What follows belongs to an exercise in optimizing a design on an open flow for small area, a short achievable clock period and few clock cycles per item; a production flow would make more cautious choices. RTL that was checked went through simulation tests only; none was proved equivalent to the original.

==> run R <==
==> flow/design.v <==
package dcc_pkg;
  localparam logic [31:0] ONE_MIN_RST  = 32'd52;
  localparam logic [31:0] ONE_MAX_RST  = 32'd64;
  localparam logic [30:0] ONE_SKEW_RST = 31'd6;
  localparam logic [31:0] ZERO_MIN_RST = 32'd90;
  localparam logic [31:0] ZERO_MAX_RST = 32'd10000;
  localparam logic [1:0] ST_AWAIT    = 2'd0;
  localparam logic [1:0] ST_COLLECT  = 2'd1;
  localparam logic [1:0] ST_RECEIVED = 2'd2;
  localparam logic [1:0] ST_ERROR    = 2'd3;
  localparam int PKT_EDGES = 54;
  localparam int PRE_ONES  = 10;
endpackage
module dcc_ctrl #(
  parameter int STAGES = 3    
) (
  input  logic       clk,
  input  logic       rst_n,
  input  logic       in_valid,
  output logic       in_ready,
  output logic       acc,         
  input  logic       res_v,       
  input  logic [1:0] res_st,      
  output logic       out_valid,
  input  logic       out_ready,
  output logic [1:0] out_status,
  output logic       out_is_rcv   
);
  localparam int QN = STAGES + 1;
  logic [1:0] q_r [QN];
  logic [2:0] qn_r;           
  logic [2:0] fl_r;           
  logic       in_ready_r, ov_r, q0_rcv_r;
  logic       take;
  logic [2:0] qm, fl_nxt;
  assign acc    = in_valid & in_ready_r;
  assign take   = ov_r & out_ready;
  assign qm     = qn_r - {2'b0, take};
  assign fl_nxt = fl_r - {2'b0, take} + {2'b0, acc};
  always_ff @(posedge clk) begin
    if (!rst_n) begin
      qn_r       <= '0;
      fl_r       <= '0;
      in_ready_r <= 1'b1;
      ov_r       <= 1'b0;
    end else begin
      qn_r       <= qm + {2'b0, res_v};
      fl_r       <= fl_nxt;
      ov_r       <= (qm != '0) || res_v;
      in_ready_r <= fl_nxt < 3'(QN);
    end
  end
  always_ff @(posedge clk) begin
    if (take) begin
      for (int i = 0; i < QN - 1; i++)
        q_r[i] <= q_r[i+1];
      q0_rcv_r <= q_r[1] == dcc_pkg::ST_RECEIVED;
    end
    if (res_v) begin
      for (int i = 0; i < QN; i++)
        if (qm == 3'(i))
          q_r[i] <= res_st;
      if (qm == '0)
        q0_rcv_r <= res_st == dcc_pkg::ST_RECEIVED;
    end
  end
  assign in_ready   = in_ready_r;
  assign out_valid  = ov_r;
  assign out_status = q_r[0];
  assign out_is_rcv = q0_rcv_r;
endmodule
module dcc_sub #(
  parameter int W = 32,
  parameter bit FAST = 1'b0   
) (
  input  logic [W-1:0] a,
  input  logic [W-1:0] b,
  output logic [W-1:0] d,
  output logic         nb
);
  localparam int L = $clog2(W);
  logic [W-1:0] p, g, gg, pp;
  if (FAST) begin : g_fast
    assign {nb, d} = {1'b1, a} - {1'b0, b};
  end else begin : g_prefix
  always_comb begin
    p  = ~(a ^ b);
    g  = a & ~b;
    g[0] = a[0] | ~b[0];        
    gg = g;
    pp = p;
    for (int l = 0; l < L; l++)
      for (int i = 0; i < W; i++)
        if ((i >> l) & 1) begin
          gg[i] = gg[i] | (pp[i] & gg[((i >> l) << l) - 1]);
          pp[i] = pp[i] & pp[((i >> l) << l) - 1];
        end
    d[0] = ~p[0];
    for (int i = 1; i < W; i++)
      d[i] = p[i] ^ gg[i-1];
    nb = gg[W-1];
  end
  end
endmodule
module dcc_ge #(
  parameter int W = 32
) (
  input  logic [W-1:0] a,
  input  logic [W-1:0] b,
  input  logic         ci,
  output logic         ge
);
  localparam int L = $clog2(W);
  logic [W-1:0] g, p;
  always_comb begin
    g = a & ~b;
    p = a | ~b;
    g[0] = g[0] | (p[0] & ci);
    for (int l = 0; l < L; l++)
      for (int i = 0; i < (W >> (l + 1)); i++) begin
        g[i] = g[2*i+1] | (p[2*i+1] & g[2*i]);
        p[i] = p[2*i+1] & p[2*i];
      end
    ge = g[0];
  end
endmodule
module dcc_carries (
  input  logic [31:0] a,
  input  logic [31:0] b,
  output logic [3:0]  c
);
  logic [3:0] g, p;
  always_comb begin
    for (int k = 0; k < 4; k++) begin
      logic [7:0] gg, pp;
      gg = a[8*k +: 8] & ~b[8*k +: 8];
      pp = a[8*k +: 8] | ~b[8*k +: 8];
      for (int l = 0; l < 3; l++)
        for (int i = 0; i < (8 >> (l + 1)); i++) begin
          gg[i] = gg[2*i+1] | (pp[2*i+1] & gg[2*i]);
          pp[i] = pp[2*i+1] & pp[2*i];
        end
      g[k] = gg[0];
      p[k] = pp[0];
    end
    c[0] = g[0] | p[0];
    c[1] = g[1] | (p[1] & c[0]);
    c[2] = g[2] | (p[2] & g[1]) | (p[2] & p[1] & c[0]);
    c[3] = g[3] | (p[3] & g[2]) | (p[3] & p[2] & g[1]) | (p[3] & p[2] & p[1] & c[0]);
  end
endmodule
module dcc_sub_blk (
  input  logic [31:0] a,
  input  logic [31:0] b,
  input  logic [2:0]  ci,     
  output logic [31:0] d
);
  logic [3:0] cin;
  assign cin = {ci, 1'b1};
  for (genvar k = 0; k < 4; k++) begin : g_blk
    logic [8:0] s;
    assign s = {1'b0, a[8*k +: 8]} + {1'b0, ~b[8*k +: 8]} + {8'b0, cin[k]};
    assign d[8*k +: 8] = s[7:0];
  end
endmodule
module dcc_dpath #(
  parameter bit SUB_FAST = 1'b0   
) (
  input  logic        clk,
  input  logic        rst_n,
  input  logic        acc,
  input  logic        in_operation,
  input  logic [31:0] in_edge_time,
  input  logic        cfg_valid,
  input  logic [2:0]  cfg_index,
  input  logic [31:0] cfg_data,
  output logic        res_v,
  output logic [1:0]  res_st,
  output logic [23:0] pkt
);
  logic [31:0] one_min_r, one_max_r, zero_min_r, zero_max_r;
  logic [30:0] one_skew_r;
  logic [31:0] wd0, wd1;      
  logic [4:0]  we;
  assign wd0 = cfg_data & {32{rst_n}};
  assign wd1 = cfg_data | {32{!rst_n}};
  always_comb
    for (int i = 0; i < 5; i++)
      we[i] = !rst_n || (cfg_valid && cfg_index == 3'(i));
  function automatic logic [31:0] cfg_word(input logic [31:0] rv);
    for (int k = 0; k < 32; k++)
      cfg_word[k] = rv[k] ? wd1[k] : wd0[k];
  endfunction
  logic [31:0] skew_wd;
  assign skew_wd = cfg_word({1'b0, dcc_pkg::ONE_SKEW_RST});
  always_ff @(posedge clk) begin
    if (we[0]) one_min_r  <= cfg_word(dcc_pkg::ONE_MIN_RST);
    if (we[1]) one_max_r  <= cfg_word(dcc_pkg::ONE_MAX_RST);
    if (we[2]) one_skew_r <= skew_wd[30:0];
    if (we[3]) zero_min_r <= cfg_word(dcc_pkg::ZERO_MIN_RST);
    if (we[4]) zero_max_r <= cfg_word(dcc_pkg::ZERO_MAX_RST);
  end
  logic [31:0] t_r, t_old_r, d_r, d_a;
  logic [3:0]  c_r, c_in;
  logic        nb_r, va_r, opa_r;
  dcc_carries u_carries (.a(in_edge_time), .b(t_r), .c(c_in));
  always_ff @(posedge clk) begin
    if (!rst_n) begin
      t_r  <= '0;
      va_r <= 1'b0;
    end else begin
      va_r <= acc;
      if (acc && !in_operation)
        t_r <= in_edge_time;
    end
  end
  always_ff @(posedge clk) begin
    t_old_r <= t_r;
    c_r     <= c_in;
    opa_r   <= in_operation;
  end
  dcc_sub_blk u_sub_a (.a(t_r), .b(t_old_r), .ci(c_r[2:0]), .d(d_a));
  always_ff @(posedge clk) begin
    opb0_r <= opa_r;
    d_r    <= d_a;
    nb_r   <= c_r[3];
  end
  logic [31:0] d1_r, x_b, x_r;
  logic        nb_b, ci_r, vb_r, opb0_r, opb_r, gtb_r, in1_r, in0_r, vb0_r;
  logic        ge1, le1, ge0, le0;
  dcc_sub #(.W(32), .FAST(SUB_FAST)) u_sub_b (.a(d1_r), .b(d_r), .d(x_b), .nb(nb_b));
  dcc_ge  #(.W(32)) u_ge1 (.a(d_r), .b(one_min_r),  .ci(1'b1), .ge(ge1));
  dcc_ge  #(.W(32)) u_le1 (.a(one_max_r), .b(d_r),  .ci(1'b1), .ge(le1));
  dcc_ge  #(.W(32)) u_ge0 (.a(d_r), .b(zero_min_r), .ci(1'b1), .ge(ge0));
  dcc_ge  #(.W(32)) u_le0 (.a(zero_max_r), .b(d_r), .ci(1'b1), .ge(le0));
  always_ff @(posedge clk) begin
    if (!rst_n) begin
      vb0_r <= 1'b0;
      vb_r  <= 1'b0;
    end else begin
      vb0_r <= va_r;
      vb_r  <= vb0_r;
    end
  end
  always_ff @(posedge clk) begin
    if (vb0_r && !opb0_r)
      d1_r <= d_r;
  end
  always_ff @(posedge clk) begin
    opb_r <= opb0_r;
    x_r   <= x_b;
    ci_r  <= nb_b;
    gtb_r <= nb_r && d_r != '0;
    in1_r <= ge1 && le1;
    in0_r <= ge0 && le0;
  end
  logic        p1_r, p0_r;    
  logic        skew_ok, one_c, zero_c;
  logic [31:0] u;
  assign u = x_r ^ {32{!ci_r}};
  dcc_ge #(.W(32)) u_skew (.a({1'b0, one_skew_r}), .b(u), .ci(ci_r), .ge(skew_ok));
  assign one_c  = p1_r && gtb_r && in1_r && skew_ok;
  assign zero_c = !one_c && p0_r && gtb_r && in0_r;
  always_ff @(posedge clk) begin
    if (!rst_n) begin
      p1_r <= 1'b0;
      p0_r <= 1'b0;
    end else if (vb_r && !opb_r) begin
      p1_r <= gtb_r && in1_r;
      p0_r <= gtb_r && in0_r;
    end
  end
  logic vc_r, opc_r, is_one, is_zero, is_bad;
  always_ff @(posedge clk) begin
    if (!rst_n)
      vc_r <= 1'b0;
    else
      vc_r <= vb_r;
  end
  always_ff @(posedge clk) begin
    opc_r   <= opb_r;
    is_one  <= one_c;
    is_zero <= zero_c;
  end
  assign is_bad = !is_one && !is_zero;
  logic [3:0] run_a_r, run_b_r;
  logic [1:0] st_r, st_nxt;
  logic [5:0] esc_r, esc_nxt;
  logic       fail_r, fail_nxt;
  logic [23:0] sr_r;
  logic       shift, last;
  always_comb begin
    st_nxt   = st_r;
    esc_nxt  = esc_r;
    fail_nxt = fail_r;
    shift    = 1'b0;
    last     = 1'b0;
    if (opc_r) begin
      st_nxt = dcc_pkg::ST_AWAIT;
    end else if (st_r == dcc_pkg::ST_AWAIT) begin
      if (is_zero && run_a_r == 4'(dcc_pkg::PRE_ONES)) begin
        st_nxt   = dcc_pkg::ST_COLLECT;
        esc_nxt  = '0;
        fail_nxt = 1'b0;
      end
    end else if (st_r == dcc_pkg::ST_COLLECT) begin
      esc_nxt = esc_r + 1'b1;
      if (!esc_nxt[0]) begin
        if (esc_nxt == 6'd18 || esc_nxt == 6'd36) begin
          if (!is_zero) fail_nxt = 1'b1;
        end else if (esc_nxt == 6'(dcc_pkg::PKT_EDGES)) begin
          if (!is_one) fail_nxt = 1'b1;
        end else begin
          if (is_bad) fail_nxt = 1'b1;
          shift = 1'b1;
        end
      end
      if (esc_nxt == 6'(dcc_pkg::PKT_EDGES)) begin
        last   = 1'b1;
        st_nxt = fail_nxt ? dcc_pkg::ST_ERROR : dcc_pkg::ST_RECEIVED;
      end
    end
  end
  always_ff @(posedge clk) begin
    if (!rst_n) begin
      run_a_r <= '0;
      run_b_r <= '0;
      st_r    <= dcc_pkg::ST_AWAIT;
      esc_r   <= '0;
      fail_r  <= 1'b0;
    end else if (vc_r) begin
      st_r   <= st_nxt;
      esc_r  <= esc_nxt;
      fail_r <= fail_nxt;
      if (!opc_r) begin
        run_a_r <= run_b_r;
        run_b_r <= !is_one ? 4'd0 :
                   (run_a_r == 4'(dcc_pkg::PRE_ONES)) ? run_a_r : run_a_r + 1'b1;
      end
    end
  end
  logic pend_r;
  always_ff @(posedge clk) begin
    if (vc_r && shift)
      pend_r <= is_one;
    if (vc_r && ((shift && esc_nxt != 6'd2) || last))
      sr_r <= {sr_r[22:0], pend_r};
  end
  assign res_v  = vc_r;
  assign res_st = st_nxt;
  assign pkt    = sr_r;
endmodule
module dcc_packet_decoder (
  input  logic        clk,
  input  logic        rst_n,
  input  logic        in_valid,
  output logic        in_ready,
  input  logic        in_operation,
  input  logic [31:0] in_edge_time,
  output logic        out_valid,
  input  logic        out_ready,
  output logic [1:0]  out_decoder_status,
  output logic [7:0]  out_address_byte,
  output logic [7:0]  out_instruction_byte,
  output logic [7:0]  out_check_byte,
  input  logic        cfg_valid,
  output logic        cfg_ready,
  input  logic [2:0]  cfg_index,
  input  logic [31:0] cfg_data
);
  logic        acc, res_v, out_is_rcv;
  logic [1:0]  res_st;
  logic [23:0] pkt;
  assign cfg_ready = 1'b1;
  dcc_ctrl #(
    .STAGES (5)
  ) u_ctrl (
    .clk        (clk),
    .rst_n      (rst_n),
    .in_valid   (in_valid),
    .in_ready   (in_ready),
    .acc        (acc),
    .res_v      (res_v),
    .res_st     (res_st),
    .out_valid  (out_valid),
    .out_ready  (out_ready),
    .out_status (out_decoder_status),
    .out_is_rcv (out_is_rcv)
  );
  dcc_dpath u_dpath (
    .clk          (clk),
    .rst_n        (rst_n),
    .acc          (acc),
    .in_operation (in_operation),
    .in_edge_time (in_edge_time),
    .cfg_valid    (cfg_valid),
    .cfg_index    (cfg_index),
    .cfg_data     (cfg_data),
    .res_v        (res_v),
    .res_st       (res_st),
    .pkt          (pkt)
  );
  assign {out_address_byte, out_instruction_byte, out_check_byte} =
    pkt & {24{out_is_rcv}};
endmodule
==> flow/flow/run.sh <==
#!/bin/bash
# The standard layout, with plain buf_1 cells as the port buffers (the
# standard flow's buffer_ports picks a larger delay buffer); the repair
# steps still size them as timing needs.
set -euo pipefail
export BUFFER_PORTS_ARGS="-buffer_cell sky130_fd_sc_hd__buf_1"
bash standard.sh > standard.log 2>&1
==> flow/standard.sh <==
#!/bin/bash
# synth_recipe.tcl (not shown) runs the flow's synth.tcl, then flattens the netlist and writes it again
# the make line also repeats each setting of config.mk as NAME=value (left out here)
make -C /OpenROAD-flow-scripts/flow DESIGN_CONFIG=/design/flow/config.mk WORK_HOME=/design/flow/orfs CLKGATE_MAP_FILE= SYNTH_SCRIPT=/design/flow/synth_recipe.tcl "${@:-finish}"
==> flow/config.mk <==
export PLATFORM = sky130hd
export DESIGN_NAME = dcc_packet_decoder
export DESIGN_NICKNAME = dcc_packet_decoder
export VERILOG_FILES = /design/flow/design.v
export SDC_FILE = /design/flow/constraint.sdc
export NUM_CORES = 4
export LEC_CHECK = 0
export ABC_CLOCK_PERIOD_IN_PS = 8000
export CAP_MARGIN = 20
export CORE_MARGIN = 2
export CORE_UTILIZATION = 40
export CTS_BUF_LIST = sky130_fd_sc_hd__clkbuf_16
export CTS_CLUSTER_DIAMETER = 60
export CTS_CLUSTER_SIZE = 20
export SETUP_SLACK_MARGIN = 5
export SLEW_MARGIN = 20
==> flow/constraint.sdc <==
create_clock -name core_clock -period 8.0 [get_ports {clk}]
set_input_delay 1.6000 -clock core_clock [delete_from_list [all_inputs] [get_ports {clk}]]
set_output_delay 1.6000 -clock core_clock [all_outputs]
set_load 0.01 [all_outputs]
==> inputs of run M, as changes to run R <==
--- a/flow/design.v
+++ b/flow/design.v
@@ -126,8 +126,8 @@
 endmodule
-module dcc_carries (
+module dcc_blk_gp (
   input  logic [31:0] a,
   input  logic [31:0] b,
-  output logic [3:0]  c
+  output logic [3:0]  g,
+  output logic [3:0]  p
 );
-  logic [3:0] g, p;
   always_comb begin
@@ -145,6 +145,2 @@
     end
-    c[0] = g[0] | p[0];
-    c[1] = g[1] | (p[1] & c[0]);
-    c[2] = g[2] | (p[2] & g[1]) | (p[2] & p[1] & c[0]);
-    c[3] = g[3] | (p[3] & g[2]) | (p[3] & p[2] & g[1]) | (p[3] & p[2] & p[1] & c[0]);
   end
@@ -166,3 +162,3 @@
 module dcc_dpath #(
-  parameter bit SUB_FAST = 1'b0   
+  parameter bit SUB_FAST = 1'b0
 ) (
@@ -203,5 +199,5 @@
   logic [31:0] t_r, t_old_r, d_r, d_a;
-  logic [3:0]  c_r, c_in;
+  logic [3:0]  g_r, p_r, g_in, p_in, c_a;
   logic        nb_r, va_r, opa_r;
-  dcc_carries u_carries (.a(in_edge_time), .b(t_r), .c(c_in));
+  dcc_blk_gp u_blk_gp (.a(in_edge_time), .b(t_r), .g(g_in), .p(p_in));
   always_ff @(posedge clk) begin
@@ -218,6 +214,12 @@
     t_old_r <= t_r;
-    c_r     <= c_in;
+    g_r     <= g_in;
+    p_r     <= p_in;
     opa_r   <= in_operation;
   end
-  dcc_sub_blk u_sub_a (.a(t_r), .b(t_old_r), .ci(c_r[2:0]), .d(d_a));
+  assign c_a[0] = g_r[0] | p_r[0];
+  assign c_a[1] = g_r[1] | (p_r[1] & c_a[0]);
+  assign c_a[2] = g_r[2] | (p_r[2] & g_r[1]) | (p_r[2] & p_r[1] & c_a[0]);
+  assign c_a[3] = g_r[3] | (p_r[3] & g_r[2]) | (p_r[3] & p_r[2] & g_r[1]) |
+                  (p_r[3] & p_r[2] & p_r[1] & c_a[0]);
+  dcc_sub_blk u_sub_a (.a(t_r), .b(t_old_r), .ci(c_a[2:0]), .d(d_a));
   always_ff @(posedge clk) begin
@@ -225,3 +227,3 @@
     d_r    <= d_a;
-    nb_r   <= c_r[3];
+    nb_r   <= c_a[3];
   end
@@ -230,3 +232,3 @@
   logic        ge1, le1, ge0, le0;
-  dcc_sub #(.W(32), .FAST(SUB_FAST)) u_sub_b (.a(d1_r), .b(d_r), .d(x_b), .nb(nb_b));
+  dcc_sub #(.W(32), .FAST(1'b1)) u_sub_b (.a(d1_r), .b(d_r), .d(x_b), .nb(nb_b));
   dcc_ge  #(.W(32)) u_ge1 (.a(d_r), .b(one_min_r),  .ci(1'b1), .ge(ge1));
- CTS_CLUSTER_DIAMETER: 60 -> 80
- CTS_CLUSTER_SIZE: 20 -> 24
==> results.sh <==
export IMPL_outcome="complete, no violations"
export IMPL_finalInstanceArea_um2=21500
export IMPL_syn_area_per_cell_um2=10.6
export IMPL_cts_resized=14
export IMPL_ff2ff_path_depth=9
export IMPL_synth_simple_gate_area_frac=0.136
the above is filed under run M

==> results.sh <==
export IMPL_outcome="complete, no violations"
export IMPL_synth_simple_gate_area_frac=0.128
export IMPL_synth_most_common_cell="edfxtp_1"
export IMPL_ff2ff_path_depth=13
export IMPL_cts_resized=38
export IMPL_hp_start="u_dpath.opa_r"
export IMPL_finalInstanceArea_um2=21600
export IMPL_utilization=0.466
export IMPL_syn_area_per_cell_um2=10.9
export IMPL_ys_warn_count=6
the above is filed under run R

Testbench counts of run R, summed over its fixed seeds: cycles 16,467, items 16,427.
The RTL of run M was laid out without a check of its function.

-- what the ideal ports hide --
No port has a modelled driver above. Below, the same layouts with a new extraction and two added sets of constraints. Step 1 (the two cells are an assumption about what drives the block):
set clk [get_ports {clk}]
set_driving_cell -lib_cell sky130_fd_sc_hd__clkbuf_16 $clk
set_driving_cell -lib_cell sky130_fd_sc_hd__buf_2 [delete_from_list [all_inputs] $clk]
Step 2 times the ports against the registers' clock, not the clock port: input delays grow and output delays shrink by t, the midpoint of the rising clock arrivals with the driver on. a / b / c = ideal ports / drivers / drivers and shift; a / b = the first two.
run	t, ns	setup slack, ns	slew at the worst register clock pin (ns)	worst data-port slew with drivers (ns)	cell pins on the clock port's net
run R	0.641	5.044 / 4.988 / 4.460	0.09 / 0.09	0.07	1
run M	0.590	4.516 / 4.546 / 3.956	0.10 / 0.10	0.06	1
After both steps setup and hold are still met in every run listed. For run R, which loses most, drivers alone change the setup slack by -0.056 ns; drivers and shift together by -0.584 ns.
